What follows belongs to an exercise in optimizing a design on an open flow for small area, a short achievable clock period and few clock cycles per item; a production flow would make more cautious choices. Only the layout flow was run in this run; the RTL was not checked for function there. Power figures rest on the tool's default switching activity, not on a simulated workload.

$ cat design/flow/design.v
package idct_pkg;
	typedef logic signed [15:0] sample_t;    
	typedef logic signed [15:0] coeff_t;     
	typedef logic signed [39:0] acc_t;
	typedef logic [7:0]         pixel_t;
	typedef logic [17:0] sram_addr_t;
	typedef logic [15:0] sram_data_t;
	typedef logic [5:0] mat_idx_t;           
	typedef logic [4:0] blk_row_t;
	typedef logic [5:0] blk_col_t;
	typedef enum logic [2:0] {
		CTRL_IDLE,
		CTRL_FETCH,
		CTRL_PASS1,
		CTRL_PASS2,
		CTRL_DRAIN,
		CTRL_DONE
	} ctrl_state_t;
	typedef enum logic [1:0] {
		IO_IDLE,
		IO_READ,
		IO_WRITE
	} io_state_t;
endpackage
`timescale 1ns/1ns
module idct_tstore #(
	parameter int L = 3                   
) (
	input  logic            CLOCK_50_I,
	input  logic [7:0]      we,           
	input  logic [7:0][3:0] wd,           
	input  logic            hi_col,       
	output logic [7:0][3:0] rd            
);
	function automatic int port_slot(input int r, input int c);
		port_slot = (58 - L + 8 * (c % 4 - r) + ((c >= 4) ? 4 : 0) + 64) % 32;
	endfunction
	logic [7:0][31:0][3:0] ring;          
	always_ff @(posedge CLOCK_50_I) begin
		for (int r = 0; r < 8; r++) begin
			for (int s = 0; s < 32; s++) begin
				ring[r][s] <= ring[r][(s + 1) % 32];
				for (int c = 0; c < 8; c++) begin
					if (we[r] && port_slot(r, c) == s) begin
						ring[r][s] <= wd[c];
					end
				end
			end
		end
	end
	always_comb begin
		for (int r = 0; r < 8; r++) begin
			rd[r] = hi_col ? ring[r][4] : ring[r][0];
		end
	end
endmodule
`timescale 1ns/1ns
module idct_ds (
	input  logic       CLOCK_50_I,
	input  logic [2:0] ph2,          
	input  logic [3:0] x0,
	input  logic [3:0] x1,
	input  logic [3:0] x2,
	input  logic [3:0] x3,
	input  logic [3:0] x4,
	input  logic [3:0] x5,
	input  logic [3:0] x6,
	input  logic [3:0] x7,
	output logic [3:0] y0,
	output logic [3:0] y1,
	output logic [3:0] y2,
	output logic [3:0] y3,
	output logic [3:0] y4,
	output logic [3:0] y5,
	output logic [3:0] y6,
	output logic [3:0] y7
);
	localparam int LAT = 3;
	logic [2:0] q0;
	assign q0 = ph2;
	logic [2:0] q1;
	logic [2:0] q2;
	logic [2:0] q3;
	logic p0_last;
	logic p1_last;
	logic p2_last;
	logic p0_ge1;
	logic p0_ge2;
	logic p0_ge3;
	logic p1_ge1;
	logic p1_ge2;
	logic p1_ge3;
	logic p2_ge1;
	logic p2_ge2;
	logic p2_ge3;
	logic [3:0] d0_r1;
	logic [3:0] d0_r2;
	logic [3:0] d0_r3;
	logic [3:0] d1_r1;
	logic [3:0] d1_r2;
	logic [3:0] d1_r3;
	logic [3:0] d2_r1;
	logic [3:0] d2_r2;
	logic [3:0] d2_r3;
	logic [3:0] d3_r1;
	logic [3:0] d3_r2;
	logic [3:0] d3_r3;
	logic [3:0] a0_r1;
	logic [3:0] a1_r1;
	logic [3:0] b0_r1;
	logic [3:0] b0_r2;
	logic [3:0] b0_r3;
	logic [3:0] b0_r4;
	logic [3:0] b1_r1;
	logic [3:0] b1_r2;
	logic [3:0] b1_r3;
	logic [3:0] b1_r4;
	logic [3:0] u0_r1;
	logic [3:0] u0_r2;
	logic [3:0] u4_r1;
	logic [3:0] u4_r2;
	logic [3:0] t0_r1;
	logic [3:0] t0_r2;
	logic [3:0] t0_r3;
	logic [3:0] t4_r1;
	logic [3:0] t4_r2;
	logic [3:0] t4_r3;
	logic [3:0] t0d_r1;
	logic [3:0] t0d_r2;
	logic [3:0] t0d_r3;
	logic [3:0] t0d_r4;
	logic [3:0] t0d_r5;
	logic [3:0] t1d_r1;
	logic [3:0] t1d_r2;
	logic [3:0] t1d_r3;
	logic [3:0] t1d_r4;
	logic [3:0] t1d_r5;
	logic [3:0] t2d_r1;
	logic [3:0] t2d_r2;
	logic [3:0] t2d_r3;
	logic [3:0] t2d_r4;
	logic [3:0] t2d_r5;
	logic [3:0] t3d_r1;
	logic [3:0] t3d_r2;
	logic [3:0] t3d_r3;
	logic [3:0] t3d_r4;
	logic [3:0] t3d_r5;
	logic [3:0] y0_1_r1;
	logic [3:0] y0_2_r1;
	logic [3:0] y4_3_r1;
	logic [3:0] y4_4_r1;
	logic [3:0] y2_7_r1;
	logic [3:0] y2_9_r1;
	logic [3:0] y2_10_r1;
	logic [3:0] y2_11_r1;
	logic [3:0] y6_13_r1;
	logic [3:0] y6_16_r1;
	logic [3:0] y6_17_r1;
	logic [3:0] y6_18_r1;
	logic [3:0] m399_0_20_r1;
	logic [3:0] m2008_0_23_r1;
	logic [3:0] m1702_0_25_r1;
	logic [3:0] m399_1_28_r1;
	logic [3:0] m2008_1_31_r1;
	logic [3:0] m1702_1_33_r1;
	logic [3:0] m399_2_36_r1;
	logic [3:0] m2008_2_39_r1;
	logic [3:0] m1702_2_41_r1;
	logic [3:0] m399_3_44_r1;
	logic [3:0] m2008_3_47_r1;
	logic [3:0] m1702_3_49_r1;
	logic [3:0] y1_51_r1;
	logic [3:0] y1_53_r1;
	logic [3:0] y3_54_r1;
	logic [3:0] y3_56_r1;
	logic [3:0] y5_57_r1;
	logic [3:0] y5_59_r1;
	logic [3:0] y7_60_r1;
	logic [3:0] y7_62_r1;
	logic [3:0] u0_r1_m1_1;
	assign u0_r1_m1_1 = u0_r1 & {4{p1_ge1}};
	logic [3:0] u4_r1_m1_1;
	assign u4_r1_m1_1 = u4_r1 & {4{p1_ge1}};
	logic [3:0] d0_r1_m0_1;
	assign d0_r1_m0_1 = d0_r1 & {4{p0_ge1}};
	logic [3:0] d1_r1_m0_1;
	assign d1_r1_m0_1 = d1_r1 & {4{p0_ge1}};
	logic [3:0] d2_r1_m0_1;
	assign d2_r1_m0_1 = d2_r1 & {4{p0_ge1}};
	logic [3:0] d3_r1_m0_1;
	assign d3_r1_m0_1 = d3_r1 & {4{p0_ge1}};
	logic [3:0] t0_r2_m1_2;
	assign t0_r2_m1_2 = t0_r2 & {4{p1_ge2}};
	logic [3:0] t0_r3_m1_3;
	assign t0_r3_m1_3 = t0_r3 & {4{p1_ge3}};
	logic [3:0] u0_r2_m1_2;
	assign u0_r2_m1_2 = u0_r2 & {4{p1_ge2}};
	logic [3:0] t0_r1_m1_1;
	assign t0_r1_m1_1 = t0_r1 & {4{p1_ge1}};
	logic [3:0] t0_r2_m2_1;
	assign t0_r2_m2_1 = t0_r2 & {4{p2_ge1}};
	logic [3:0] t4_r2_m1_2;
	assign t4_r2_m1_2 = t4_r2 & {4{p1_ge2}};
	logic [3:0] t4_r3_m1_3;
	assign t4_r3_m1_3 = t4_r3 & {4{p1_ge3}};
	logic [3:0] u4_r2_m1_2;
	assign u4_r2_m1_2 = u4_r2 & {4{p1_ge2}};
	logic [3:0] t4_r1_m1_1;
	assign t4_r1_m1_1 = t4_r1 & {4{p1_ge1}};
	logic [3:0] t4_r2_m2_1;
	assign t4_r2_m2_1 = t4_r2 & {4{p2_ge1}};
	logic [3:0] b0_r2_m0_2;
	assign b0_r2_m0_2 = b0_r2 & {4{p0_ge2}};
	logic [3:0] b0_r3_m0_3;
	assign b0_r3_m0_3 = b0_r3 & {4{p0_ge3}};
	logic [3:0] b0_r1_m0_1;
	assign b0_r1_m0_1 = b0_r1 & {4{p0_ge1}};
	logic [3:0] b0_r3_m1_2;
	assign b0_r3_m1_2 = b0_r3 & {4{p1_ge2}};
	logic [3:0] b0_r4_m1_3;
	assign b0_r4_m1_3 = b0_r4 & {4{p1_ge3}};
	logic [3:0] b0_r2_m1_1;
	assign b0_r2_m1_1 = b0_r2 & {4{p1_ge1}};
	logic [3:0] b1_r2_m0_2;
	assign b1_r2_m0_2 = b1_r2 & {4{p0_ge2}};
	logic [3:0] b1_r3_m0_3;
	assign b1_r3_m0_3 = b1_r3 & {4{p0_ge3}};
	logic [3:0] b1_r1_m0_1;
	assign b1_r1_m0_1 = b1_r1 & {4{p0_ge1}};
	logic [3:0] b1_r3_m1_2;
	assign b1_r3_m1_2 = b1_r3 & {4{p1_ge2}};
	logic [3:0] b1_r2_m1_1;
	assign b1_r2_m1_1 = b1_r2 & {4{p1_ge1}};
	logic [3:0] b1_r4_m1_3;
	assign b1_r4_m1_3 = b1_r4 & {4{p1_ge3}};
	logic [3:0] t0d_r1_m0_1;
	assign t0d_r1_m0_1 = t0d_r1 & {4{p0_ge1}};
	logic [3:0] t0d_r2_m0_2;
	assign t0d_r2_m0_2 = t0d_r2 & {4{p0_ge2}};
	logic [3:0] t0d_r2_m1_1;
	assign t0d_r2_m1_1 = t0d_r2 & {4{p1_ge1}};
	logic [3:0] t0d_r3_m1_2;
	assign t0d_r3_m1_2 = t0d_r3 & {4{p1_ge2}};
	logic [3:0] t0d_r4_m1_3;
	assign t0d_r4_m1_3 = t0d_r4 & {4{p1_ge3}};
	logic [3:0] t0d_r4_m2_2;
	assign t0d_r4_m2_2 = t0d_r4 & {4{p2_ge2}};
	logic [3:0] t0d_r5_m2_3;
	assign t0d_r5_m2_3 = t0d_r5 & {4{p2_ge3}};
	logic [3:0] d0_r2_m0_2;
	assign d0_r2_m0_2 = d0_r2 & {4{p0_ge2}};
	logic [3:0] d0_r3_m0_3;
	assign d0_r3_m0_3 = d0_r3 & {4{p0_ge3}};
	logic [3:0] t0d_r3_m0_3;
	assign t0d_r3_m0_3 = t0d_r3 & {4{p0_ge3}};
	logic [3:0] t1d_r1_m0_1;
	assign t1d_r1_m0_1 = t1d_r1 & {4{p0_ge1}};
	logic [3:0] t1d_r2_m0_2;
	assign t1d_r2_m0_2 = t1d_r2 & {4{p0_ge2}};
	logic [3:0] t1d_r2_m1_1;
	assign t1d_r2_m1_1 = t1d_r2 & {4{p1_ge1}};
	logic [3:0] t1d_r3_m1_2;
	assign t1d_r3_m1_2 = t1d_r3 & {4{p1_ge2}};
	logic [3:0] t1d_r4_m1_3;
	assign t1d_r4_m1_3 = t1d_r4 & {4{p1_ge3}};
	logic [3:0] t1d_r4_m2_2;
	assign t1d_r4_m2_2 = t1d_r4 & {4{p2_ge2}};
	logic [3:0] t1d_r5_m2_3;
	assign t1d_r5_m2_3 = t1d_r5 & {4{p2_ge3}};
	logic [3:0] d1_r2_m0_2;
	assign d1_r2_m0_2 = d1_r2 & {4{p0_ge2}};
	logic [3:0] d1_r3_m0_3;
	assign d1_r3_m0_3 = d1_r3 & {4{p0_ge3}};
	logic [3:0] t1d_r3_m0_3;
	assign t1d_r3_m0_3 = t1d_r3 & {4{p0_ge3}};
	logic [3:0] t2d_r1_m0_1;
	assign t2d_r1_m0_1 = t2d_r1 & {4{p0_ge1}};
	logic [3:0] t2d_r2_m0_2;
	assign t2d_r2_m0_2 = t2d_r2 & {4{p0_ge2}};
	logic [3:0] t2d_r2_m1_1;
	assign t2d_r2_m1_1 = t2d_r2 & {4{p1_ge1}};
	logic [3:0] t2d_r3_m1_2;
	assign t2d_r3_m1_2 = t2d_r3 & {4{p1_ge2}};
	logic [3:0] t2d_r4_m1_3;
	assign t2d_r4_m1_3 = t2d_r4 & {4{p1_ge3}};
	logic [3:0] t2d_r4_m2_2;
	assign t2d_r4_m2_2 = t2d_r4 & {4{p2_ge2}};
	logic [3:0] t2d_r5_m2_3;
	assign t2d_r5_m2_3 = t2d_r5 & {4{p2_ge3}};
	logic [3:0] d2_r2_m0_2;
	assign d2_r2_m0_2 = d2_r2 & {4{p0_ge2}};
	logic [3:0] d2_r3_m0_3;
	assign d2_r3_m0_3 = d2_r3 & {4{p0_ge3}};
	logic [3:0] t2d_r3_m0_3;
	assign t2d_r3_m0_3 = t2d_r3 & {4{p0_ge3}};
	logic [3:0] t3d_r1_m0_1;
	assign t3d_r1_m0_1 = t3d_r1 & {4{p0_ge1}};
	logic [3:0] t3d_r2_m0_2;
	assign t3d_r2_m0_2 = t3d_r2 & {4{p0_ge2}};
	logic [3:0] t3d_r2_m1_1;
	assign t3d_r2_m1_1 = t3d_r2 & {4{p1_ge1}};
	logic [3:0] t3d_r3_m1_2;
	assign t3d_r3_m1_2 = t3d_r3 & {4{p1_ge2}};
	logic [3:0] t3d_r4_m1_3;
	assign t3d_r4_m1_3 = t3d_r4 & {4{p1_ge3}};
	logic [3:0] t3d_r4_m2_2;
	assign t3d_r4_m2_2 = t3d_r4 & {4{p2_ge2}};
	logic [3:0] t3d_r5_m2_3;
	assign t3d_r5_m2_3 = t3d_r5 & {4{p2_ge3}};
	logic [3:0] d3_r2_m0_2;
	assign d3_r2_m0_2 = d3_r2 & {4{p0_ge2}};
	logic [3:0] d3_r3_m0_3;
	assign d3_r3_m0_3 = d3_r3 & {4{p0_ge3}};
	logic [3:0] t3d_r3_m0_3;
	assign t3d_r3_m0_3 = t3d_r3 & {4{p0_ge3}};
	logic [3:0] e0;
	logic e0_c, e0_co;
	idct_dsadd e0_u (.a(x0), .b(x7), .ci(e0_c), .s(e0), .co(e0_co));
	logic [3:0] e1;
	logic e1_c, e1_co;
	idct_dsadd e1_u (.a(x1), .b(x6), .ci(e1_c), .s(e1), .co(e1_co));
	logic [3:0] e2;
	logic e2_c, e2_co;
	idct_dsadd e2_u (.a(x2), .b(x5), .ci(e2_c), .s(e2), .co(e2_co));
	logic [3:0] e3;
	logic e3_c, e3_co;
	idct_dsadd e3_u (.a(x3), .b(x4), .ci(e3_c), .s(e3), .co(e3_co));
	logic [3:0] d0;
	logic d0_c, d0_co;
	idct_dsadd d0_u (.a(x0), .b(~x7), .ci(d0_c), .s(d0), .co(d0_co));
	logic [3:0] d1;
	logic d1_c, d1_co;
	idct_dsadd d1_u (.a(x1), .b(~x6), .ci(d1_c), .s(d1), .co(d1_co));
	logic [3:0] d2;
	logic d2_c, d2_co;
	idct_dsadd d2_u (.a(x2), .b(~x5), .ci(d2_c), .s(d2), .co(d2_co));
	logic [3:0] d3;
	logic d3_c, d3_co;
	idct_dsadd d3_u (.a(x3), .b(~x4), .ci(d3_c), .s(d3), .co(d3_co));
	logic [3:0] a0;
	logic a0_c, a0_co;
	idct_dsadd a0_u (.a(e0), .b(e3), .ci(a0_c), .s(a0), .co(a0_co));
	logic [3:0] a1;
	logic a1_c, a1_co;
	idct_dsadd a1_u (.a(e1), .b(e2), .ci(a1_c), .s(a1), .co(a1_co));
	logic [3:0] b0;
	logic b0_c, b0_co;
	idct_dsadd b0_u (.a(e0), .b(~e3), .ci(b0_c), .s(b0), .co(b0_co));
	logic [3:0] b1;
	logic b1_c, b1_co;
	idct_dsadd b1_u (.a(e1), .b(~e2), .ci(b1_c), .s(b1), .co(b1_co));
	logic [3:0] u0;
	logic u0_c, u0_co;
	idct_dsadd u0_u (.a(a0_r1), .b(a1_r1), .ci(u0_c), .s(u0), .co(u0_co));
	logic [3:0] u4;
	logic u4_c, u4_co;
	idct_dsadd u4_u (.a(a0_r1), .b(~a1_r1), .ci(u4_c), .s(u4), .co(u4_co));
	logic [3:0] t0;
	logic t0_c, t0_co;
	idct_dsadd t0_u (.a(u0), .b({u0[2:0], u0_r1_m1_1[3:3]}), .ci(t0_c), .s(t0), .co(t0_co));
	logic [3:0] t4;
	logic t4_c, t4_co;
	idct_dsadd t4_u (.a(u4), .b({u4[2:0], u4_r1_m1_1[3:3]}), .ci(t4_c), .s(t4), .co(t4_co));
	logic [3:0] t0d;
	logic t0d_c, t0d_co;
	idct_dsadd t0d_u (.a(d0), .b({d0[2:0], d0_r1_m0_1[3:3]}), .ci(t0d_c), .s(t0d), .co(t0d_co));
	logic [3:0] t1d;
	logic t1d_c, t1d_co;
	idct_dsadd t1d_u (.a(d1), .b({d1[2:0], d1_r1_m0_1[3:3]}), .ci(t1d_c), .s(t1d), .co(t1d_co));
	logic [3:0] t2d;
	logic t2d_c, t2d_co;
	idct_dsadd t2d_u (.a(d2), .b({d2[2:0], d2_r1_m0_1[3:3]}), .ci(t2d_c), .s(t2d), .co(t2d_co));
	logic [3:0] t3d;
	logic t3d_c, t3d_co;
	idct_dsadd t3d_u (.a(d3), .b({d3[2:0], d3_r1_m0_1[3:3]}), .ci(t3d_c), .s(t3d), .co(t3d_co));
	logic [3:0] y0_1;
	logic y0_1_c, y0_1_co;
	idct_dsadd y0_1_u (.a({t0_r2_m1_2[2:0], t0_r3_m1_3[3:3]}), .b(~{u0_r1_m1_1[1:0], u0_r2_m1_2[3:2]}), .ci(y0_1_c), .s(y0_1), .co(y0_1_co));
	logic [3:0] y0_2;
	logic y0_2_c, y0_2_co;
	idct_dsadd y0_2_u (.a(y0_1_r1), .b(~{t0_r1[0:0], t0_r2_m2_1[3:1]}), .ci(y0_2_c), .s(y0_2), .co(y0_2_co));
	logic [3:0] y4_3;
	logic y4_3_c, y4_3_co;
	idct_dsadd y4_3_u (.a({t4_r2_m1_2[2:0], t4_r3_m1_3[3:3]}), .b(~{u4_r1_m1_1[1:0], u4_r2_m1_2[3:2]}), .ci(y4_3_c), .s(y4_3), .co(y4_3_co));
	logic [3:0] y4_4;
	logic y4_4_c, y4_4_co;
	idct_dsadd y4_4_u (.a(y4_3_r1), .b(~{t4_r1[0:0], t4_r2_m2_1[3:1]}), .ci(y4_4_c), .s(y4_4), .co(y4_4_co));
	logic [3:0] y2_5;
	logic y2_5_c, y2_5_co;
	idct_dsadd y2_5_u (.a({b0_r3_m1_2[0:0], b0_r4_m1_3[3:1]}), .b({b0_r1[1:0], b0_r2_m1_1[3:2]}), .ci(y2_5_c), .s(y2_5), .co(y2_5_co));
	logic [3:0] y2_6;
	logic y2_6_c, y2_6_co;
	idct_dsadd y2_6_u (.a({b1_r2_m0_2[1:0], b1_r3_m0_3[3:2]}), .b(b1_r1_m0_1), .ci(y2_6_c), .s(y2_6), .co(y2_6_co));
	logic [3:0] y2_7;
	logic y2_7_c, y2_7_co;
	idct_dsadd y2_7_u (.a(y2_6), .b(~{b0_r1_m0_1[0:0], b0_r2_m0_2[3:1]}), .ci(y2_7_c), .s(y2_7), .co(y2_7_co));
	logic [3:0] y2_8;
	logic y2_8_c, y2_8_co;
	idct_dsadd y2_8_u (.a(y2_7_r1), .b(~{b0_r2_m1_1[2:0], b0_r3_m1_2[3:3]}), .ci(y2_8_c), .s(y2_8), .co(y2_8_co));
	logic [3:0] y2_9;
	logic y2_9_c, y2_9_co;
	idct_dsadd y2_9_u (.a(b1_r3_m1_2), .b(b1_r1), .ci(y2_9_c), .s(y2_9), .co(y2_9_co));
	logic [3:0] y2_10;
	logic y2_10_c, y2_10_co;
	idct_dsadd y2_10_u (.a(y2_5), .b(y2_8), .ci(y2_10_c), .s(y2_10), .co(y2_10_co));
	logic [3:0] y2_11;
	logic y2_11_c, y2_11_co;
	idct_dsadd y2_11_u (.a(y2_10_r1), .b(~y2_9_r1), .ci(y2_11_c), .s(y2_11), .co(y2_11_co));
	logic [3:0] y6_12;
	logic y6_12_c, y6_12_co;
	idct_dsadd y6_12_u (.a({b0_r2_m0_2[1:0], b0_r3_m0_3[3:2]}), .b(b0_r1_m0_1), .ci(y6_12_c), .s(y6_12), .co(y6_12_co));
	logic [3:0] y6_13;
	logic y6_13_c, y6_13_co;
	idct_dsadd y6_13_u (.a(y6_12), .b({b1_r1_m0_1[0:0], b1_r2_m0_2[3:1]}), .ci(y6_13_c), .s(y6_13), .co(y6_13_co));
	logic [3:0] y6_14;
	logic y6_14_c, y6_14_co;
	idct_dsadd y6_14_u (.a({b1_r2_m1_1[2:0], b1_r3_m1_2[3:3]}), .b(y6_13_r1), .ci(y6_14_c), .s(y6_14), .co(y6_14_co));
	logic [3:0] y6_15;
	logic y6_15_c, y6_15_co;
	idct_dsadd y6_15_u (.a(b0_r3_m1_2), .b(b0_r1), .ci(y6_15_c), .s(y6_15), .co(y6_15_co));
	logic [3:0] y6_16;
	logic y6_16_c, y6_16_co;
	idct_dsadd y6_16_u (.a({b1_r3_m1_2[0:0], b1_r4_m1_3[3:1]}), .b({b1_r1[1:0], b1_r2_m1_1[3:2]}), .ci(y6_16_c), .s(y6_16), .co(y6_16_co));
	logic [3:0] y6_17;
	logic y6_17_c, y6_17_co;
	idct_dsadd y6_17_u (.a(y6_14), .b(~y6_15), .ci(y6_17_c), .s(y6_17), .co(y6_17_co));
	logic [3:0] y6_18;
	logic y6_18_c, y6_18_co;
	idct_dsadd y6_18_u (.a(y6_17_r1), .b(~y6_16_r1), .ci(y6_18_c), .s(y6_18), .co(y6_18_co));
	logic [3:0] m399_0_19;
	logic m399_0_19_c, m399_0_19_co;
	idct_dsadd m399_0_19_u (.a({t0d_r2_m1_1[0:0], t0d_r3_m1_2[3:1]}), .b({t0d_r1[1:0], t0d_r2_m1_1[3:2]}), .ci(m399_0_19_c), .s(m399_0_19), .co(m399_0_19_co));
	logic [3:0] m399_0_20;
	logic m399_0_20_c, m399_0_20_co;
	idct_dsadd m399_0_20_u (.a(t0d_r1), .b(m399_0_19), .ci(m399_0_20_c), .s(m399_0_20), .co(m399_0_20_co));
	logic [3:0] m1137_0_21;
	logic m1137_0_21_c, m1137_0_21_co;
	idct_dsadd m1137_0_21_u (.a({t0d_r4_m2_2[2:0], t0d_r5_m2_3[3:3]}), .b(~m399_0_20_r1), .ci(m1137_0_21_c), .s(m1137_0_21), .co(m1137_0_21_co));
	logic [3:0] m2008_0_22;
	logic m2008_0_22_c, m2008_0_22_co;
	idct_dsadd m2008_0_22_u (.a({d0_r2_m0_2[0:0], d0_r3_m0_3[3:1]}), .b(~{d0_r1_m0_1[2:0], d0_r2_m0_2[3:3]}), .ci(m2008_0_22_c), .s(m2008_0_22), .co(m2008_0_22_co));
	logic [3:0] m2008_0_23;
	logic m2008_0_23_c, m2008_0_23_co;
	idct_dsadd m2008_0_23_u (.a(m2008_0_22), .b(~{d0[0:0], d0_r1_m0_1[3:1]}), .ci(m2008_0_23_c), .s(m2008_0_23), .co(m2008_0_23_co));
	logic [3:0] m1702_0_24;
	logic m1702_0_24_c, m1702_0_24_co;
	idct_dsadd m1702_0_24_u (.a({d0_r1_m0_1[1:0], d0_r2_m0_2[3:2]}), .b({t0d_r2_m0_2[2:0], t0d_r3_m0_3[3:3]}), .ci(m1702_0_24_c), .s(m1702_0_24), .co(m1702_0_24_co));
	logic [3:0] m1702_0_25;
	logic m1702_0_25_c, m1702_0_25_co;
	idct_dsadd m1702_0_25_u (.a(m1702_0_24), .b({t0d_r1_m0_1[2:0], t0d_r2_m0_2[3:3]}), .ci(m1702_0_25_c), .s(m1702_0_25), .co(m1702_0_25_co));
	logic [3:0] m1702_0_26;
	logic m1702_0_26_c, m1702_0_26_co;
	idct_dsadd m1702_0_26_u (.a({t0d_r1[2:0], t0d_r2_m1_1[3:3]}), .b(m1702_0_25_r1), .ci(m1702_0_26_c), .s(m1702_0_26), .co(m1702_0_26_co));
	logic [3:0] m399_1_27;
	logic m399_1_27_c, m399_1_27_co;
	idct_dsadd m399_1_27_u (.a({t1d_r2_m1_1[0:0], t1d_r3_m1_2[3:1]}), .b({t1d_r1[1:0], t1d_r2_m1_1[3:2]}), .ci(m399_1_27_c), .s(m399_1_27), .co(m399_1_27_co));
	logic [3:0] m399_1_28;
	logic m399_1_28_c, m399_1_28_co;
	idct_dsadd m399_1_28_u (.a(t1d_r1), .b(m399_1_27), .ci(m399_1_28_c), .s(m399_1_28), .co(m399_1_28_co));
	logic [3:0] m1137_1_29;
	logic m1137_1_29_c, m1137_1_29_co;
	idct_dsadd m1137_1_29_u (.a({t1d_r4_m2_2[2:0], t1d_r5_m2_3[3:3]}), .b(~m399_1_28_r1), .ci(m1137_1_29_c), .s(m1137_1_29), .co(m1137_1_29_co));
	logic [3:0] m2008_1_30;
	logic m2008_1_30_c, m2008_1_30_co;
	idct_dsadd m2008_1_30_u (.a({d1_r2_m0_2[0:0], d1_r3_m0_3[3:1]}), .b(~{d1_r1_m0_1[2:0], d1_r2_m0_2[3:3]}), .ci(m2008_1_30_c), .s(m2008_1_30), .co(m2008_1_30_co));
	logic [3:0] m2008_1_31;
	logic m2008_1_31_c, m2008_1_31_co;
	idct_dsadd m2008_1_31_u (.a(m2008_1_30), .b(~{d1[0:0], d1_r1_m0_1[3:1]}), .ci(m2008_1_31_c), .s(m2008_1_31), .co(m2008_1_31_co));
	logic [3:0] m1702_1_32;
	logic m1702_1_32_c, m1702_1_32_co;
	idct_dsadd m1702_1_32_u (.a({d1_r1_m0_1[1:0], d1_r2_m0_2[3:2]}), .b({t1d_r2_m0_2[2:0], t1d_r3_m0_3[3:3]}), .ci(m1702_1_32_c), .s(m1702_1_32), .co(m1702_1_32_co));
	logic [3:0] m1702_1_33;
	logic m1702_1_33_c, m1702_1_33_co;
	idct_dsadd m1702_1_33_u (.a(m1702_1_32), .b({t1d_r1_m0_1[2:0], t1d_r2_m0_2[3:3]}), .ci(m1702_1_33_c), .s(m1702_1_33), .co(m1702_1_33_co));
	logic [3:0] m1702_1_34;
	logic m1702_1_34_c, m1702_1_34_co;
	idct_dsadd m1702_1_34_u (.a({t1d_r1[2:0], t1d_r2_m1_1[3:3]}), .b(m1702_1_33_r1), .ci(m1702_1_34_c), .s(m1702_1_34), .co(m1702_1_34_co));
	logic [3:0] m399_2_35;
	logic m399_2_35_c, m399_2_35_co;
	idct_dsadd m399_2_35_u (.a({t2d_r2_m1_1[0:0], t2d_r3_m1_2[3:1]}), .b({t2d_r1[1:0], t2d_r2_m1_1[3:2]}), .ci(m399_2_35_c), .s(m399_2_35), .co(m399_2_35_co));
	logic [3:0] m399_2_36;
	logic m399_2_36_c, m399_2_36_co;
	idct_dsadd m399_2_36_u (.a(t2d_r1), .b(m399_2_35), .ci(m399_2_36_c), .s(m399_2_36), .co(m399_2_36_co));
	logic [3:0] m1137_2_37;
	logic m1137_2_37_c, m1137_2_37_co;
	idct_dsadd m1137_2_37_u (.a({t2d_r4_m2_2[2:0], t2d_r5_m2_3[3:3]}), .b(~m399_2_36_r1), .ci(m1137_2_37_c), .s(m1137_2_37), .co(m1137_2_37_co));
	logic [3:0] m2008_2_38;
	logic m2008_2_38_c, m2008_2_38_co;
	idct_dsadd m2008_2_38_u (.a({d2_r2_m0_2[0:0], d2_r3_m0_3[3:1]}), .b(~{d2_r1_m0_1[2:0], d2_r2_m0_2[3:3]}), .ci(m2008_2_38_c), .s(m2008_2_38), .co(m2008_2_38_co));
	logic [3:0] m2008_2_39;
	logic m2008_2_39_c, m2008_2_39_co;
	idct_dsadd m2008_2_39_u (.a(m2008_2_38), .b(~{d2[0:0], d2_r1_m0_1[3:1]}), .ci(m2008_2_39_c), .s(m2008_2_39), .co(m2008_2_39_co));
	logic [3:0] m1702_2_40;
	logic m1702_2_40_c, m1702_2_40_co;
	idct_dsadd m1702_2_40_u (.a({d2_r1_m0_1[1:0], d2_r2_m0_2[3:2]}), .b({t2d_r2_m0_2[2:0], t2d_r3_m0_3[3:3]}), .ci(m1702_2_40_c), .s(m1702_2_40), .co(m1702_2_40_co));
	logic [3:0] m1702_2_41;
	logic m1702_2_41_c, m1702_2_41_co;
	idct_dsadd m1702_2_41_u (.a(m1702_2_40), .b({t2d_r1_m0_1[2:0], t2d_r2_m0_2[3:3]}), .ci(m1702_2_41_c), .s(m1702_2_41), .co(m1702_2_41_co));
	logic [3:0] m1702_2_42;
	logic m1702_2_42_c, m1702_2_42_co;
	idct_dsadd m1702_2_42_u (.a({t2d_r1[2:0], t2d_r2_m1_1[3:3]}), .b(m1702_2_41_r1), .ci(m1702_2_42_c), .s(m1702_2_42), .co(m1702_2_42_co));
	logic [3:0] m399_3_43;
	logic m399_3_43_c, m399_3_43_co;
	idct_dsadd m399_3_43_u (.a({t3d_r2_m1_1[0:0], t3d_r3_m1_2[3:1]}), .b({t3d_r1[1:0], t3d_r2_m1_1[3:2]}), .ci(m399_3_43_c), .s(m399_3_43), .co(m399_3_43_co));
	logic [3:0] m399_3_44;
	logic m399_3_44_c, m399_3_44_co;
	idct_dsadd m399_3_44_u (.a(t3d_r1), .b(m399_3_43), .ci(m399_3_44_c), .s(m399_3_44), .co(m399_3_44_co));
	logic [3:0] m1137_3_45;
	logic m1137_3_45_c, m1137_3_45_co;
	idct_dsadd m1137_3_45_u (.a({t3d_r4_m2_2[2:0], t3d_r5_m2_3[3:3]}), .b(~m399_3_44_r1), .ci(m1137_3_45_c), .s(m1137_3_45), .co(m1137_3_45_co));
	logic [3:0] m2008_3_46;
	logic m2008_3_46_c, m2008_3_46_co;
	idct_dsadd m2008_3_46_u (.a({d3_r2_m0_2[0:0], d3_r3_m0_3[3:1]}), .b(~{d3_r1_m0_1[2:0], d3_r2_m0_2[3:3]}), .ci(m2008_3_46_c), .s(m2008_3_46), .co(m2008_3_46_co));
	logic [3:0] m2008_3_47;
	logic m2008_3_47_c, m2008_3_47_co;
	idct_dsadd m2008_3_47_u (.a(m2008_3_46), .b(~{d3[0:0], d3_r1_m0_1[3:1]}), .ci(m2008_3_47_c), .s(m2008_3_47), .co(m2008_3_47_co));
	logic [3:0] m1702_3_48;
	logic m1702_3_48_c, m1702_3_48_co;
	idct_dsadd m1702_3_48_u (.a({d3_r1_m0_1[1:0], d3_r2_m0_2[3:2]}), .b({t3d_r2_m0_2[2:0], t3d_r3_m0_3[3:3]}), .ci(m1702_3_48_c), .s(m1702_3_48), .co(m1702_3_48_co));
	logic [3:0] m1702_3_49;
	logic m1702_3_49_c, m1702_3_49_co;
	idct_dsadd m1702_3_49_u (.a(m1702_3_48), .b({t3d_r1_m0_1[2:0], t3d_r2_m0_2[3:3]}), .ci(m1702_3_49_c), .s(m1702_3_49), .co(m1702_3_49_co));
	logic [3:0] m1702_3_50;
	logic m1702_3_50_c, m1702_3_50_co;
	idct_dsadd m1702_3_50_u (.a({t3d_r1[2:0], t3d_r2_m1_1[3:3]}), .b(m1702_3_49_r1), .ci(m1702_3_50_c), .s(m1702_3_50), .co(m1702_3_50_co));
	logic [3:0] y1_51;
	logic y1_51_c, y1_51_co;
	idct_dsadd y1_51_u (.a(m2008_0_23_r1), .b(m1702_1_34), .ci(y1_51_c), .s(y1_51), .co(y1_51_co));
	logic [3:0] y1_52;
	logic y1_52_c, y1_52_co;
	idct_dsadd y1_52_u (.a(m399_3_44_r1), .b(y1_51_r1), .ci(y1_52_c), .s(y1_52), .co(y1_52_co));
	logic [3:0] y1_53;
	logic y1_53_c, y1_53_co;
	idct_dsadd y1_53_u (.a(m1137_2_37), .b(y1_52), .ci(y1_53_c), .s(y1_53), .co(y1_53_co));
	logic [3:0] y3_54;
	logic y3_54_c, y3_54_co;
	idct_dsadd y3_54_u (.a(m1702_0_26), .b(~m2008_2_39_r1), .ci(y3_54_c), .s(y3_54), .co(y3_54_co));
	logic [3:0] y3_55;
	logic y3_55_c, y3_55_co;
	idct_dsadd y3_55_u (.a(y3_54_r1), .b(~m399_1_28_r1), .ci(y3_55_c), .s(y3_55), .co(y3_55_co));
	logic [3:0] y3_56;
	logic y3_56_c, y3_56_co;
	idct_dsadd y3_56_u (.a(y3_55), .b(~m1137_3_45), .ci(y3_56_c), .s(y3_56), .co(y3_56_co));
	logic [3:0] y5_57;
	logic y5_57_c, y5_57_co;
	idct_dsadd y5_57_u (.a(m1702_3_50), .b(~m2008_1_31_r1), .ci(y5_57_c), .s(y5_57), .co(y5_57_co));
	logic [3:0] y5_58;
	logic y5_58_c, y5_58_co;
	idct_dsadd y5_58_u (.a(m399_2_36_r1), .b(y5_57_r1), .ci(y5_58_c), .s(y5_58), .co(y5_58_co));
	logic [3:0] y5_59;
	logic y5_59_c, y5_59_co;
	idct_dsadd y5_59_u (.a(m1137_0_21), .b(y5_58), .ci(y5_59_c), .s(y5_59), .co(y5_59_co));
	logic [3:0] y7_60;
	logic y7_60_c, y7_60_co;
	idct_dsadd y7_60_u (.a(m1702_2_42), .b(~m2008_3_47_r1), .ci(y7_60_c), .s(y7_60), .co(y7_60_co));
	logic [3:0] y7_61;
	logic y7_61_c, y7_61_co;
	idct_dsadd y7_61_u (.a(m399_0_20_r1), .b(y7_60_r1), .ci(y7_61_c), .s(y7_61), .co(y7_61_co));
	logic [3:0] y7_62;
	logic y7_62_c, y7_62_co;
	idct_dsadd y7_62_u (.a(y7_61), .b(~m1137_1_29), .ci(y7_62_c), .s(y7_62), .co(y7_62_co));
	assign y0 = y0_2_r1;
	assign y1 = y1_53_r1;
	assign y2 = y2_11_r1;
	assign y3 = y3_56_r1;
	assign y4 = y4_4_r1;
	assign y5 = y5_59_r1;
	assign y6 = y6_18_r1;
	assign y7 = y7_62_r1;
	always_ff @(posedge CLOCK_50_I) begin
		q1 <= q0;
		q2 <= q1;
		q3 <= q2;
		p0_last <= (q0 == 3'd0);
		p1_last <= (q1 == 3'd0);
		p2_last <= (q2 == 3'd0);
		p0_ge1 <= (q1 >= 3'd1);
		p0_ge2 <= (q1 >= 3'd2);
		p0_ge3 <= (q1 >= 3'd3);
		p1_ge1 <= (q2 >= 3'd1);
		p1_ge2 <= (q2 >= 3'd2);
		p1_ge3 <= (q2 >= 3'd3);
		p2_ge1 <= (q3 >= 3'd1);
		p2_ge2 <= (q3 >= 3'd2);
		p2_ge3 <= (q3 >= 3'd3);
		e0_c <= p0_last ? 1'b0 : e0_co;
		e1_c <= p0_last ? 1'b0 : e1_co;
		e2_c <= p0_last ? 1'b0 : e2_co;
		e3_c <= p0_last ? 1'b0 : e3_co;
		d0_c <= p0_last ? 1'b1 : d0_co;
		d1_c <= p0_last ? 1'b1 : d1_co;
		d2_c <= p0_last ? 1'b1 : d2_co;
		d3_c <= p0_last ? 1'b1 : d3_co;
		a0_c <= p0_last ? 1'b0 : a0_co;
		a1_c <= p0_last ? 1'b0 : a1_co;
		b0_c <= p0_last ? 1'b1 : b0_co;
		b1_c <= p0_last ? 1'b1 : b1_co;
		u0_c <= p1_last ? 1'b0 : u0_co;
		u4_c <= p1_last ? 1'b1 : u4_co;
		t0_c <= p1_last ? 1'b0 : t0_co;
		t4_c <= p1_last ? 1'b0 : t4_co;
		t0d_c <= p0_last ? 1'b0 : t0d_co;
		t1d_c <= p0_last ? 1'b0 : t1d_co;
		t2d_c <= p0_last ? 1'b0 : t2d_co;
		t3d_c <= p0_last ? 1'b0 : t3d_co;
		y0_1_c <= p1_last ? 1'b1 : y0_1_co;
		y0_2_c <= p2_last ? 1'b1 : y0_2_co;
		y4_3_c <= p1_last ? 1'b1 : y4_3_co;
		y4_4_c <= p2_last ? 1'b1 : y4_4_co;
		y2_5_c <= p1_last ? 1'b0 : y2_5_co;
		y2_6_c <= p0_last ? 1'b0 : y2_6_co;
		y2_7_c <= p0_last ? 1'b1 : y2_7_co;
		y2_8_c <= p1_last ? 1'b1 : y2_8_co;
		y2_9_c <= p1_last ? 1'b0 : y2_9_co;
		y2_10_c <= p1_last ? 1'b0 : y2_10_co;
		y2_11_c <= p2_last ? 1'b1 : y2_11_co;
		y6_12_c <= p0_last ? 1'b0 : y6_12_co;
		y6_13_c <= p0_last ? 1'b0 : y6_13_co;
		y6_14_c <= p1_last ? 1'b0 : y6_14_co;
		y6_15_c <= p1_last ? 1'b0 : y6_15_co;
		y6_16_c <= p1_last ? 1'b0 : y6_16_co;
		y6_17_c <= p1_last ? 1'b1 : y6_17_co;
		y6_18_c <= p2_last ? 1'b1 : y6_18_co;
		m399_0_19_c <= p1_last ? 1'b0 : m399_0_19_co;
		m399_0_20_c <= p1_last ? 1'b0 : m399_0_20_co;
		m1137_0_21_c <= p2_last ? 1'b1 : m1137_0_21_co;
		m2008_0_22_c <= p0_last ? 1'b1 : m2008_0_22_co;
		m2008_0_23_c <= p0_last ? 1'b1 : m2008_0_23_co;
		m1702_0_24_c <= p0_last ? 1'b0 : m1702_0_24_co;
		m1702_0_25_c <= p0_last ? 1'b0 : m1702_0_25_co;
		m1702_0_26_c <= p1_last ? 1'b0 : m1702_0_26_co;
		m399_1_27_c <= p1_last ? 1'b0 : m399_1_27_co;
		m399_1_28_c <= p1_last ? 1'b0 : m399_1_28_co;
		m1137_1_29_c <= p2_last ? 1'b1 : m1137_1_29_co;
		m2008_1_30_c <= p0_last ? 1'b1 : m2008_1_30_co;
		m2008_1_31_c <= p0_last ? 1'b1 : m2008_1_31_co;
		m1702_1_32_c <= p0_last ? 1'b0 : m1702_1_32_co;
		m1702_1_33_c <= p0_last ? 1'b0 : m1702_1_33_co;
		m1702_1_34_c <= p1_last ? 1'b0 : m1702_1_34_co;
		m399_2_35_c <= p1_last ? 1'b0 : m399_2_35_co;
		m399_2_36_c <= p1_last ? 1'b0 : m399_2_36_co;
		m1137_2_37_c <= p2_last ? 1'b1 : m1137_2_37_co;
		m2008_2_38_c <= p0_last ? 1'b1 : m2008_2_38_co;
		m2008_2_39_c <= p0_last ? 1'b1 : m2008_2_39_co;
		m1702_2_40_c <= p0_last ? 1'b0 : m1702_2_40_co;
		m1702_2_41_c <= p0_last ? 1'b0 : m1702_2_41_co;
		m1702_2_42_c <= p1_last ? 1'b0 : m1702_2_42_co;
		m399_3_43_c <= p1_last ? 1'b0 : m399_3_43_co;
		m399_3_44_c <= p1_last ? 1'b0 : m399_3_44_co;
		m1137_3_45_c <= p2_last ? 1'b1 : m1137_3_45_co;
		m2008_3_46_c <= p0_last ? 1'b1 : m2008_3_46_co;
		m2008_3_47_c <= p0_last ? 1'b1 : m2008_3_47_co;
		m1702_3_48_c <= p0_last ? 1'b0 : m1702_3_48_co;
		m1702_3_49_c <= p0_last ? 1'b0 : m1702_3_49_co;
		m1702_3_50_c <= p1_last ? 1'b0 : m1702_3_50_co;
		y1_51_c <= p1_last ? 1'b0 : y1_51_co;
		y1_52_c <= p2_last ? 1'b0 : y1_52_co;
		y1_53_c <= p2_last ? 1'b0 : y1_53_co;
		y3_54_c <= p1_last ? 1'b1 : y3_54_co;
		y3_55_c <= p2_last ? 1'b1 : y3_55_co;
		y3_56_c <= p2_last ? 1'b1 : y3_56_co;
		y5_57_c <= p1_last ? 1'b1 : y5_57_co;
		y5_58_c <= p2_last ? 1'b0 : y5_58_co;
		y5_59_c <= p2_last ? 1'b0 : y5_59_co;
		y7_60_c <= p1_last ? 1'b1 : y7_60_co;
		y7_61_c <= p2_last ? 1'b0 : y7_61_co;
		y7_62_c <= p2_last ? 1'b1 : y7_62_co;
		d0_r1 <= d0;
		d0_r2 <= d0_r1;
		d0_r3 <= d0_r2;
		d1_r1 <= d1;
		d1_r2 <= d1_r1;
		d1_r3 <= d1_r2;
		d2_r1 <= d2;
		d2_r2 <= d2_r1;
		d2_r3 <= d2_r2;
		d3_r1 <= d3;
		d3_r2 <= d3_r1;
		d3_r3 <= d3_r2;
		a0_r1 <= a0;
		a1_r1 <= a1;
		b0_r1 <= b0;
		b0_r2 <= b0_r1;
		b0_r3 <= b0_r2;
		b0_r4 <= b0_r3;
		b1_r1 <= b1;
		b1_r2 <= b1_r1;
		b1_r3 <= b1_r2;
		b1_r4 <= b1_r3;
		u0_r1 <= u0;
		u0_r2 <= u0_r1;
		u4_r1 <= u4;
		u4_r2 <= u4_r1;
		t0_r1 <= t0;
		t0_r2 <= t0_r1;
		t0_r3 <= t0_r2;
		t4_r1 <= t4;
		t4_r2 <= t4_r1;
		t4_r3 <= t4_r2;
		t0d_r1 <= t0d;
		t0d_r2 <= t0d_r1;
		t0d_r3 <= t0d_r2;
		t0d_r4 <= t0d_r3;
		t0d_r5 <= t0d_r4;
		t1d_r1 <= t1d;
		t1d_r2 <= t1d_r1;
		t1d_r3 <= t1d_r2;
		t1d_r4 <= t1d_r3;
		t1d_r5 <= t1d_r4;
		t2d_r1 <= t2d;
		t2d_r2 <= t2d_r1;
		t2d_r3 <= t2d_r2;
		t2d_r4 <= t2d_r3;
		t2d_r5 <= t2d_r4;
		t3d_r1 <= t3d;
		t3d_r2 <= t3d_r1;
		t3d_r3 <= t3d_r2;
		t3d_r4 <= t3d_r3;
		t3d_r5 <= t3d_r4;
		y0_1_r1 <= y0_1;
		y0_2_r1 <= y0_2;
		y4_3_r1 <= y4_3;
		y4_4_r1 <= y4_4;
		y2_7_r1 <= y2_7;
		y2_9_r1 <= y2_9;
		y2_10_r1 <= y2_10;
		y2_11_r1 <= y2_11;
		y6_13_r1 <= y6_13;
		y6_16_r1 <= y6_16;
		y6_17_r1 <= y6_17;
		y6_18_r1 <= y6_18;
		m399_0_20_r1 <= m399_0_20;
		m2008_0_23_r1 <= m2008_0_23;
		m1702_0_25_r1 <= m1702_0_25;
		m399_1_28_r1 <= m399_1_28;
		m2008_1_31_r1 <= m2008_1_31;
		m1702_1_33_r1 <= m1702_1_33;
		m399_2_36_r1 <= m399_2_36;
		m2008_2_39_r1 <= m2008_2_39;
		m1702_2_41_r1 <= m1702_2_41;
		m399_3_44_r1 <= m399_3_44;
		m2008_3_47_r1 <= m2008_3_47;
		m1702_3_49_r1 <= m1702_3_49;
		y1_51_r1 <= y1_51;
		y1_53_r1 <= y1_53;
		y3_54_r1 <= y3_54;
		y3_56_r1 <= y3_56;
		y5_57_r1 <= y5_57;
		y5_59_r1 <= y5_59;
		y7_60_r1 <= y7_60;
		y7_62_r1 <= y7_62;
	end
endmodule
module idct_dsadd (
	input  logic [3:0] a,
	input  logic [3:0] b,
	input  logic       ci,
	output logic [3:0] s,
	output logic       co
);
	logic [4:0] c;
	assign c[0] = ci;
	for (genvar i = 0; i < 4; i++) begin : g_fa
		assign s[i]   = ~(a[i] ^ b[i] ^ ~c[i]);
		assign c[i+1] = ~((~a[i] & ~b[i]) | (~c[i] & (~a[i] | ~b[i])));
	end
	assign co = c[4];
endmodule
`timescale 1ns/1ns
module idct_top (
	input  logic                 CLOCK_50_I,
	input  logic                 resetn,
	input  logic                 start,
	input  idct_pkg::blk_row_t   block_row,
	input  idct_pkg::blk_col_t   block_col,
	output logic                 busy,
	output logic                 done,
	input  idct_pkg::sram_data_t sram_read_data,
	output idct_pkg::sram_data_t sram_write_data,
	output idct_pkg::sram_addr_t sram_address,
	output logic                 sram_we_n
);
	localparam int L       = 3;               
	localparam int DONE_TC = 146 + L;
	localparam int WR0     = 89 + L;          
	localparam int PIX0    = 81 + L;          
	logic [7:0] tc;
	logic [7:0] tcp;                          
	logic [7:0] ac;                           
	logic [7:0] wc;                           
	logic [7:0] t2;                           
	logic       accept;
	logic       run;                          
	logic       idle_i;                       
	logic       busy_n;
	logic       we_q;                         
	assign accept    = start && idle_i;
	assign run       = !idle_i && !accept;
	assign busy_n    = accept || (!idle_i && tc != 8'(DONE_TC - 1));
	assign sram_we_n = !we_q;
	always_ff @(posedge CLOCK_50_I or negedge resetn) begin
		if (!resetn) begin
			busy   <= 1'b0;
			idle_i <= 1'b1;
			done   <= 1'b0;
			tc     <= '0;
			tcp    <= 8'd1;
			ac     <= '0;
			wc     <= '0;
			t2     <= 8'd2;
		end else begin
			busy   <= busy_n;
			idle_i <= !busy_n;
			done   <= !accept && !idle_i && tc == 8'(DONE_TC - 1);
			if (accept) begin
				tc  <= 8'd1;
				tcp <= 8'd2;
				ac  <= 8'd1;
				wc  <= 8'(1 - 88 - L);
				t2  <= 8'd3;
			end else if (!idle_i) begin
				tc  <= tc + 8'd1;
				tcp <= tcp + 8'd1;
				ac  <= ac + 8'd1;
				wc  <= wc + 8'd1;
				t2  <= t2 + 8'd1;
			end
		end
	end
	logic [4:0]  rq;
	logic [5:0]  kq;
	logic [13:0] mpos;                        
	logic        rd_a, wr_a;                  
	logic [2:0]  k_a;                         
	logic        rd_first;                    
	logic        rd_second;                   
	logic [13:0] mpos_in;                     
	logic        rd1;
	logic [2:0]  c1;
	logic [15:0] hi;
	logic        wr_load;                     
	logic [2:0]  wr_i;
	logic [1:0]  wr_w;
	assign mpos    = {1'b0, rq, 8'd0} + {3'b0, rq, kq};
	assign mpos_in = {1'b0, block_row, 8'd0} + {3'b0, block_row, block_col};
	assign rd_a = (ac < 8'd64);
	assign wr_a = (wc < 8'd64) && !wc[3];
	assign k_a  = rd_a ? ac[5:3] : wc[2:0];
	always_ff @(posedge CLOCK_50_I or negedge resetn) begin
		if (!resetn) begin
			wr_load  <= 1'b0;
			we_q     <= 1'b0;
			rd_first  <= 1'b0;
			rd_second <= 1'b0;
		end else begin
			wr_load  <= run && wr_a;
			we_q     <= wr_load && !idle_i;
			rd_first  <= accept;
			rd_second <= rd_first;
		end
	end
	always_ff @(posedge CLOCK_50_I) begin
		rq   <= block_row;
		kq   <= block_col;
		rd1  <= rd_a;
		c1   <= ac[2:0];
		wr_i <= wc[2:0];
		wr_w <= wc[5:4];
		hi   <= {2'b0, mpos} + {10'd0, k_a, 3'd0} + {8'd0, k_a, 5'd0} + (rd_a ? 16'd9600 : 16'd0);
		if (rd_first) begin
			sram_address <= {15'(mpos_in) + 15'd9600, 3'd0};
		end else if (rd_second) begin
			sram_address <= {15'(mpos) + 15'd9600, 3'd1};
		end else if (rd1) begin
			sram_address <= {hi[14:0], c1};
		end else begin
			sram_address <= {hi, wr_w};
		end
	end
	logic [10:0][15:0] sr;                    
	logic [2:0]  ph2;                         
	logic [2:0]  dk;                          
	logic        pass2_ld;
	logic [7:0][3:0] sdig;
	logic [7:0][3:0] tdig;
	logic [7:0][3:0] tring;
	logic [7:0][3:0] xr;
	logic [7:0]  gz;
	logic [2:0]  rd_col;
	logic        byp;                         
	logic [7:0][3:0] y;                       
	assign sr[0] = sram_read_data;
	assign ph2   = (t2 < 8'd74) ? 3'(t2 + 8'd4) : 3'(t2 + 8'd6);
	assign gz    = t2 - 8'd74;
	always_ff @(posedge CLOCK_50_I) begin
		dk       <= ph2;
		pass2_ld <= (t2 >= 8'd74);
		rd_col   <= gz[5:3];
		byp      <= (t2 >= 8'd74) && (t2 <= 8'd77);
	end
	always_comb begin
		tdig    = tring;
		if (byp) begin
			tdig[7] = y[0];
		end
	end
	always_comb begin
		for (int n = 0; n < 8; n++) begin
			case (dk[1:0])
				2'd0:    sdig[n] = sr[7 - n][3:0];
				2'd1:    sdig[n] = sr[8 - n][7:4];
				2'd2:    sdig[n] = sr[9 - n][11:8];
				default: sdig[n] = sr[10 - n][15:12];
			endcase
		end
	end
	always_ff @(posedge CLOCK_50_I) begin
		sr[1] <= sram_read_data;
		for (int p = 2; p < 11; p++) begin
			sr[p] <= sr[p - 1];
		end
		for (int n = 0; n < 8; n++) begin
			if (dk[2]) begin
				xr[n] <= {4{xr[n][3]}};       
			end else if (pass2_ld) begin
				xr[n] <= tdig[n];
			end else begin
				xr[n] <= sdig[n];
			end
		end
	end
	idct_ds u_ds (
		.CLOCK_50_I(CLOCK_50_I), .ph2(ph2),
		.x0(xr[0]), .x1(xr[1]), .x2(xr[2]), .x3(xr[3]),
		.x4(xr[4]), .x5(xr[5]), .x6(xr[6]), .x7(xr[7]),
		.y0(y[0]), .y1(y[1]), .y2(y[2]), .y3(y[3]),
		.y4(y[4]), .y5(y[5]), .y6(y[6]), .y7(y[7])
	);
	logic [7:0] tz;                           
	logic [7:0] t_we;
	assign tz = tcp - 8'(14 + L);
	always_ff @(posedge CLOCK_50_I) begin
		for (int r = 0; r < 8; r++) begin
			t_we[r] <= run && (tcp >= 8'(14 + L)) && (tz < 8'd64) && (tz[5:3] == 3'(r)) && !tz[2];
		end
	end
	idct_tstore #(.L(L)) u_t (
		.CLOCK_50_I(CLOCK_50_I), .we(t_we), .wd(y), .hi_col(rd_col[2]), .rd(tring)
	);
	logic [7:0][3:0] yd1, yd2, yd3;
	logic [7:0][7:0] pix;
	logic [7:0][7:0] pa, pb;
	logic [7:0] pz;
	logic       pa_en, pb_en;
	assign pz = tcp - 8'(PIX0);
	always_ff @(posedge CLOCK_50_I) begin
		pa_en <= (tcp >= 8'(PIX0)) && (pz < 8'd64) && (pz[3:0] == 4'd0);
		pb_en <= (tcp >= 8'(PIX0)) && (pz < 8'd64) && (pz[3:0] == 4'd8);
	end
	always_comb begin
		for (int i = 0; i < 8; i++) begin
			if (y[i][3]) begin
				pix[i] = 8'd0;
			end else if ((|y[i][2:0]) || (|yd1[i])) begin
				pix[i] = 8'd255;
			end else begin
				pix[i] = {yd2[i], yd3[i]};
			end
		end
	end
	always_ff @(posedge CLOCK_50_I) begin
		for (int i = 0; i < 8; i++) begin
			yd1[i] <= y[i];
			yd2[i] <= yd1[i];
			yd3[i] <= yd2[i];
			pa[i] <= pa_en ? pix[i] : pa[(i + 1) % 8];
			pb[i] <= pb_en ? pix[i] : pb[(i + 1) % 8];
		end
		sram_write_data <= {pa[1], (wr_i == 3'd0) ? pix[0] : pb[1]};
	end
endmodule
$ cat design/flow/flow/run.sh
#!/bin/bash
set -euo pipefail
bash standard.sh SETUP_SLACK_MARGIN=6.2 finish > flow_make.log 2>&1
$ cat design/flow/standard.sh
#!/bin/bash
# synth_recipe.tcl (not shown) runs the flow's synth.tcl, then flattens the netlist and writes it again
# the make line also repeats each setting of config.mk as NAME=value (left out here)
make -C /OpenROAD-flow-scripts/flow DESIGN_CONFIG=/design/flow/config.mk WORK_HOME=/design/flow/orfs CLKGATE_MAP_FILE= SYNTH_SCRIPT=/design/flow/synth_recipe.tcl "${@:-finish}"
$ cat design/flow/config.mk
export PLATFORM = sky130hd
export DESIGN_NAME = idct_top
export DESIGN_NICKNAME = idct_top
export VERILOG_FILES = /design/flow/design.v
export SDC_FILE = /design/flow/constraint.sdc
export NUM_CORES = 4
export LEC_CHECK = 0
export ABC_CLOCK_PERIOD_IN_PS = 3500
export CAP_MARGIN = 20
export CORE_MARGIN = 2
export CORE_UTILIZATION = 65
export CTS_CLUSTER_DIAMETER = 100
export CTS_CLUSTER_SIZE = 30
export PLACE_DENSITY = 0.8
export SETUP_SLACK_MARGIN = 5
export SLEW_MARGIN = 20
$ cat design/flow/constraint.sdc
create_clock -name core_clock -period 9.0 [get_ports {CLOCK_50_I}]
set_input_delay 1.8000 -clock core_clock [delete_from_list [all_inputs] [get_ports {CLOCK_50_I}]]
set_output_delay 1.8000 -clock core_clock [all_outputs]
set_load 0.01 [all_outputs]
==> report_table.html <==
<table>
<tr><th>Metric</th><th>Value</th></tr>
<tr><th colspan="2">Floorplanning</th></tr>
<tr><td>Boundary Pins</td><td>67</td></tr>
<tr><td>Width of the die</td><td>305 um</td></tr>
<tr><td>Cell Rows</td><td>between 100 and 150</td></tr>
<tr><td>Initial core utilization</td><td>0.656</td></tr>
<tr><td>Die Ht</td><td>305 um</td></tr>
<tr><td>Placeable core region</td><td>89,900 um^2</td></tr>
<tr><td>Die Area</td><td>93,100 um^2</td></tr>
<tr><th colspan="2">Layout</th></tr>
<tr><td>Final nets</td><td>approximately 4,700</td></tr>
<tr><td>Synth-to-Final Area Change</td><td>9.19%</td></tr>
<tr><td>Fraction of layout instances using a drive strength above 1</td><td>0.217</td></tr>
<tr><th colspan="2">Synth</th></tr>
<tr><td>Number of flops mapped to enable cells by yosys</td><td>8</td></tr>
<tr><td>Post-synthesis cell area</td><td>58,900 um^2</td></tr>
<tr><td>Count leader, synth</td><td>sky130_fd_sc_hd__dfxtp_1</td></tr>
<tr><td>Distinct cells, synth</td><td>62</td></tr>
<tr><td>Yosys warning count</td><td>3</td></tr>
<tr><td>Number of storage elements in the synthesis netlist</td><td>1,957</td></tr>
<tr><td>Portion of synthesized cell area occupied by the leading cell type</td><td>0.646</td></tr>
<tr><td>Syn avg cell area</td><td>14.0 um^2</td></tr>
<tr><td>Most used standard cells in the synthesized netlist</td><td>sky130_fd_sc_hd__dfxtp_1 (1,902), sky130_fd_sc_hd__inv_1 (509), sky130_fd_sc_hd__fa_1 (333)</td></tr>
<tr><td>Most used flip-flop cell after synthesis</td><td>sky130_fd_sc_hd__dfxtp_1</td></tr>
<tr><td>Post-synthesis net count</td><td>4,600</td></tr>
<tr><td>Instance count of the mapped netlist</td><td>about 4,200</td></tr>
<tr><td>Ranking of synthesized cells by area</td><td>sky130_fd_sc_hd__dfxtp_1 (65%), sky130_fd_sc_hd__fa_1 (11%), sky130_fd_sc_hd__mux2_2 (5.5%)</td></tr>
<tr><td>Cell taking the most area after synthesis</td><td>sky130_fd_sc_hd__dfxtp_1</td></tr>
<tr><td>Share of the yosys chip area belonging to registers</td><td>0.670</td></tr>
<tr><td>Share of async-settable or async-resettable flops after synthesis</td><td>0.0240</td></tr>
<tr><th colspan="2">Global route</th></tr>
<tr><td>Met1 track demand over resource in global routing</td><td>0.324</td></tr>
<tr><td>Number of antenna violations at the first check in global routing</td><td>7</td></tr>
<tr><td>Most used routing layer in global routing</td><td>met2</td></tr>
<tr><td>Met2 Track Usage GR</td><td>0.389</td></tr>
<tr><td>Wire length of the first global-routing pass</td><td>167 mm</td></tr>
<tr><td>Total grt overflow</td><td>0</td></tr>
<tr><td>GRT Util Overall</td><td>0.238</td></tr>
<tr><td>Met3 global-route usage</td><td>0.0380</td></tr>
<tr><td>Pin count of the biggest net entering global routing</td><td>between 60 and 70</td></tr>
<tr><td>Vias in the first global route</td><td>29,076</td></tr>
<tr><th colspan="2">Routing</th></tr>
<tr><td>DRC violations left</td><td>0</td></tr>
<tr><td>Post-detailed-routing wire length</td><td>109 mm</td></tr>
<tr><td>Detailed-router iteration count before antenna repair</td><td>5</td></tr>
<tr><td>Detailed-route wire length per cell</td><td>around 20 um</td></tr>
<tr><td>Vias per inst</td><td>5.08</td></tr>
<tr><td>Number of DRC markers in iteration 0</td><td>1,790</td></tr>
<tr><td>Via count of the routed design</td><td>27,930</td></tr>
<tr><td>Remaining antenna violation count after routing</td><td>0</td></tr>
<tr><th colspan="2">Worst setup path</th></tr>
<tr><td>CP Launch Type</td><td>flip-flop</td></tr>
<tr><td>Data arrival at the endpoint of the critical path</td><td>1.22 ns</td></tr>
<tr><td>Reg-to-reg critical path startpoint</td><td>u_ds.p1_ge1</td></tr>
<tr><td>Startpoint-to-endpoint class of the critical path</td><td>reg2out</td></tr>
<tr><td>Category of the worst setup path capture point</td><td>output port</td></tr>
<tr><td>Required time of the worst setup path</td><td>roughly 7.2 ns</td></tr>
<tr><td>Largest fanout on the critical path</td><td>1</td></tr>
<tr><td>Slack of the worst reg-to-reg path</td><td>6.06 ns</td></tr>
<tr><td>FF-to-FF End</td><td>u_ds.y5_57_r1[3]</td></tr>
<tr><td>R2R depth</td><td>9</td></tr>
<tr><th colspan="2">Place</th></tr>
<tr><td>Port Buf Inserts</td><td>66</td></tr>
<tr><td>Final weighted congestion in routability-driven placement</td><td>0.842</td></tr>
<tr><td>HPWL reported at the end of detailed placement</td><td>70.9 mm</td></tr>
<tr><th colspan="2">Power</th></tr>
<tr><td>Switching power</td><td>4.92 mW</td></tr>
<tr><td>PnR Total Power</td><td>17.2 mW</td></tr>
<tr><td>Combinational group share of total power</td><td>0.177</td></tr>
<tr><td>Fraction of power spent switching nets</td><td>0.286</td></tr>
<tr><td>Static leakage</td><td>28.1 nW</td></tr>
<tr><td>Proportion of power drawn by flip-flops and latches</td><td>0.589</td></tr>
<tr><td>Power density over the cells</td><td>267 nW/um^2</td></tr>
<tr><td>Internal power</td><td>12.3 mW</td></tr>
<tr><td>Largest vdd supply drop</td><td>between 0.2 and 0.3 mV</td></tr>
<tr><td>Share of power burned in the clock network</td><td>0.234</td></tr>
<tr><th colspan="2">STA</th></tr>
<tr><td>Largest clock skew in the final design</td><td>0.0303 ns</td></tr>
<tr><td>Headroom to the max-slew limit</td><td>0.277</td></tr>
<tr><td>Maximum clock rate</td><td>about 330 MHz</td></tr>
<tr><td>Final Hold Fails</td><td>0</td></tr>
<tr><td>Least-Margin Pin Slew</td><td>1.08 ns</td></tr>
<tr><td>Final worst path period need</td><td>3.02 ns</td></tr>
<tr><td>Setup Viol. Count Final</td><td>0</td></tr>
<tr><td>RSZ-0062 raised after global routing</td><td>true</td></tr>
<tr><td>Pins Over Slew Limit</td><td>0</td></tr>
<tr><td>Min Hold Slack</td><td>around 0.32 ns</td></tr>
<tr><td>Ratio of final minimum period to clock period</td><td>0.335</td></tr>
<tr><td>Sum Neg Setup Slack</td><td>0 ns</td></tr>
<tr><th colspan="2">CTS</th></tr>
<tr><td>Number of CTS-inserted buffers</td><td>between 70 and 80</td></tr>
<tr><td>Cell at the root of the clock tree</td><td>sky130_fd_sc_hd__clkbuf_16</td></tr>
<tr><td>TritonCTS Sinks</td><td>~2,000</td></tr>
<tr><td>Clock slew seen by the registers of the worst setup and hold paths</td><td>0.11 ns</td></tr>
<tr><td>Worst-skew pair later-pin latency</td><td>0.67 ns</td></tr>
<tr><td>CTS tree</td><td>done</td></tr>
<tr><td>Number of levels in the clock H-tree</td><td>3</td></tr>
<tr><td>Clk buf depth</td><td>3</td></tr>
<tr><th colspan="2">Status</th></tr>
<tr><td>Outcome</td><td>finished clean</td></tr>
<tr><th colspan="2">Min path</th></tr>
<tr><td>Hold depth</td><td>0</td></tr>
<tr><td>Classification of the worst-slack hold path</td><td>reg2reg</td></tr>
<tr><td>Min-Delay Endpoint</td><td>u_t.ring[843]</td></tr>
<tr><td>Origin of the worst min-delay path</td><td>u_t.ring[847]</td></tr>
<tr><th colspan="2">Flow run</th></tr>
<tr><td>Number of maximum-capacitance violations</td><td>0</td></tr>
</table>
## worst max-delay path by stage
stage                       startpoint               end
final                             we_q         sram_we_n
after floorplan           block_row[2]  sram_address[15]
after CTS                         we_q         sram_we_n
after global routing              we_q         sram_we_n
after detailed placement  block_row[2]  sram_address[15]
after global placement    block_row[2]  sram_address[15]
## layout make-up
| type | count | area, um^2 |
|---|---|---|
| Multi-Input combinational cell | 1606 | 17800 |
| Sequential cell | 1957 | 39600 |
| Tap cell | 1176 | 1470 |
| Clock inverter | 8 | 139 |
| Timing Repair Buffer | 151 | 1440 |
| Inverter | 512 | 1940 |
| Clock buffer | 85 | 1910 |
| Antenna cell | 1 | 2.50 |
| Fill cell | 5679 | 25500 |
## state kept, by name, indices dropped and copies added (netlist names), 8 cells and up
register         flops
sr                 136
sram_write_data     16
xr                  32
wc                   8
tc                   8
hi                  16
u_t.ring          1024
pa                  64
t2                   8
pb                  64
tcp                  8
yd1                 32
yd3                 32
ac                   8
t_we                 8
yd2                 32
sram_address        18
## per-layer routing
| layer | wire length, um | part of all wire | vias up |
|---|---|---|---|
| met1 | 48200 | 0.44 | 13985 |
| met3 | 4820 | 0.044 | 183 |
| met4 | 3760 | 0.035 | 4 |
| li1 | - | - | 13290 |
| met2 | 52000 | 0.48 | 468 |
| met5 | 23 | 0.00021 | - |
## critical path, stage by stage, from the launching register on
cell and delay, ns:
sky130_fd_sc_hd__dfrtp_1 0.39, sky130_fd_sc_hd__inv_2 0.05, sky130_fd_sc_hd__buf_6 0.10
## timing repair
action,CTS,global route
pin swaps,92,104
gates cloned,2,0
hold buffers,0,0
gates resized for setup,355,150
setup buffers,39,18
setup endpoints to repair,131,104
## power groups by stage
stage          Sequential, mW  Combinational (mW)  Clock [mW]
3_3_place_gp             10.3                2.69           0
2_1_floorplan            10.0                1.83           0
4_1_cts                  10.1                2.93        4.11
6_report                 10.1                3.04        4.03
5_1_grt                  10.2                3.50        4.42
3_5_place_dp             10.3                2.84           0
## kinds of logic (layout without fill, tap and decap cells)
kind of cell	count (synthesis)	in the layout	share of synthesized area
adders and majority gates	370	370	0.121
and+or+nand+nor	487	487	0.0437
AOI/OAI and AO/OA	233	233	0.0219
buffers and inverters	637	756	0.0407
muxes	489	489	0.0983
DFF	1957	1957	0.670
xor gates and xnor gates	27	27	0.00401
other	0	1	0
## layout by cell type, fill, tap and decap left out, types with 11 or more instances in the layout
cell type	count
sky130_fd_sc_hd__nor2_1	66
sky130_fd_sc_hd__fa_1	165
sky130_fd_sc_hd__nand3_1	31
sky130_fd_sc_hd__buf_4	67
sky130_fd_sc_hd__a21oi_1	95
sky130_fd_sc_hd__mux2_1	109
sky130_fd_sc_hd__inv_1	429
sky130_fd_sc_hd__buf_2	14
sky130_fd_sc_hd__o21ai_1	76
sky130_fd_sc_hd__dfrtp_1	44
sky130_fd_sc_hd__nor4_2	12
sky130_fd_sc_hd__nand2_1	128
sky130_fd_sc_hd__buf_6	32
sky130_fd_sc_hd__inv_2	80
sky130_fd_sc_hd__ha_1	30
sky130_fd_sc_hd__dfxtp_1	1841
sky130_fd_sc_hd__clkbuf_16	75
sky130_fd_sc_hd__mux2_2	288
sky130_fd_sc_hd__dfxtp_2	50
sky130_fd_sc_hd__dfxtp_4	11
sky130_fd_sc_hd__mux2i_1	57
sky130_fd_sc_hd__or2_2	15
sky130_fd_sc_hd__mux4_2	32
sky130_fd_sc_hd__clkdlybuf4s50_1	23
sky130_fd_sc_hd__xnor2_1	17
sky130_fd_sc_hd__nand2b_1	16
sky130_fd_sc_hd__fa_2	168
sky130_fd_sc_hd__and2_1	88
sky130_fd_sc_hd__nand2_4	18
sky130_fd_sc_hd__o21ai_0	12
sky130_fd_sc_hd__nor2b_1	33
## stage by stage
stage,instances,worst slack [ns],util,instance area (um^2)
after floorplan,4200,5.68,-,59300
after global placement,5343,4.87,0.680,61100
after detailed placement,5343,4.88,0.680,61100
after CTS,5477,5.93,0.711,63900
after global routing,5495,5.93,0.716,64300
final,5496,5.98,0.716,64300

## what the ideal ports hide
In the flow no input, the clock included, has a driving cell. The finished layout below was timed again as built, in two steps.
Step 1: set_driving_cell puts a clkbuf_16 on CLOCK_50_I and a buf_2 on each other input, an assumption about the parent block.
Step 2 moves the port delays by t, midway between the first and last clock arrival at a register: inputs arrive t later, outputs are due t later. That takes back most of the time a late clock gives input paths.
Slacks: ideal / step 1 / step 2; pairs: ideal / step 1.
t, ns: 0.722
setup WS [ns]: 5.981 / 5.919 / 5.462
worst setup path after step 2: input to register
clock arrival spread, ns: 0.041 / 0.041
worst data-port slew with drivers (ns): 0.06
After both steps setup and hold are still met in this run. For this run, drivers alone change the setup slack by -0.062 ns; drivers and shift together by -0.519 ns.
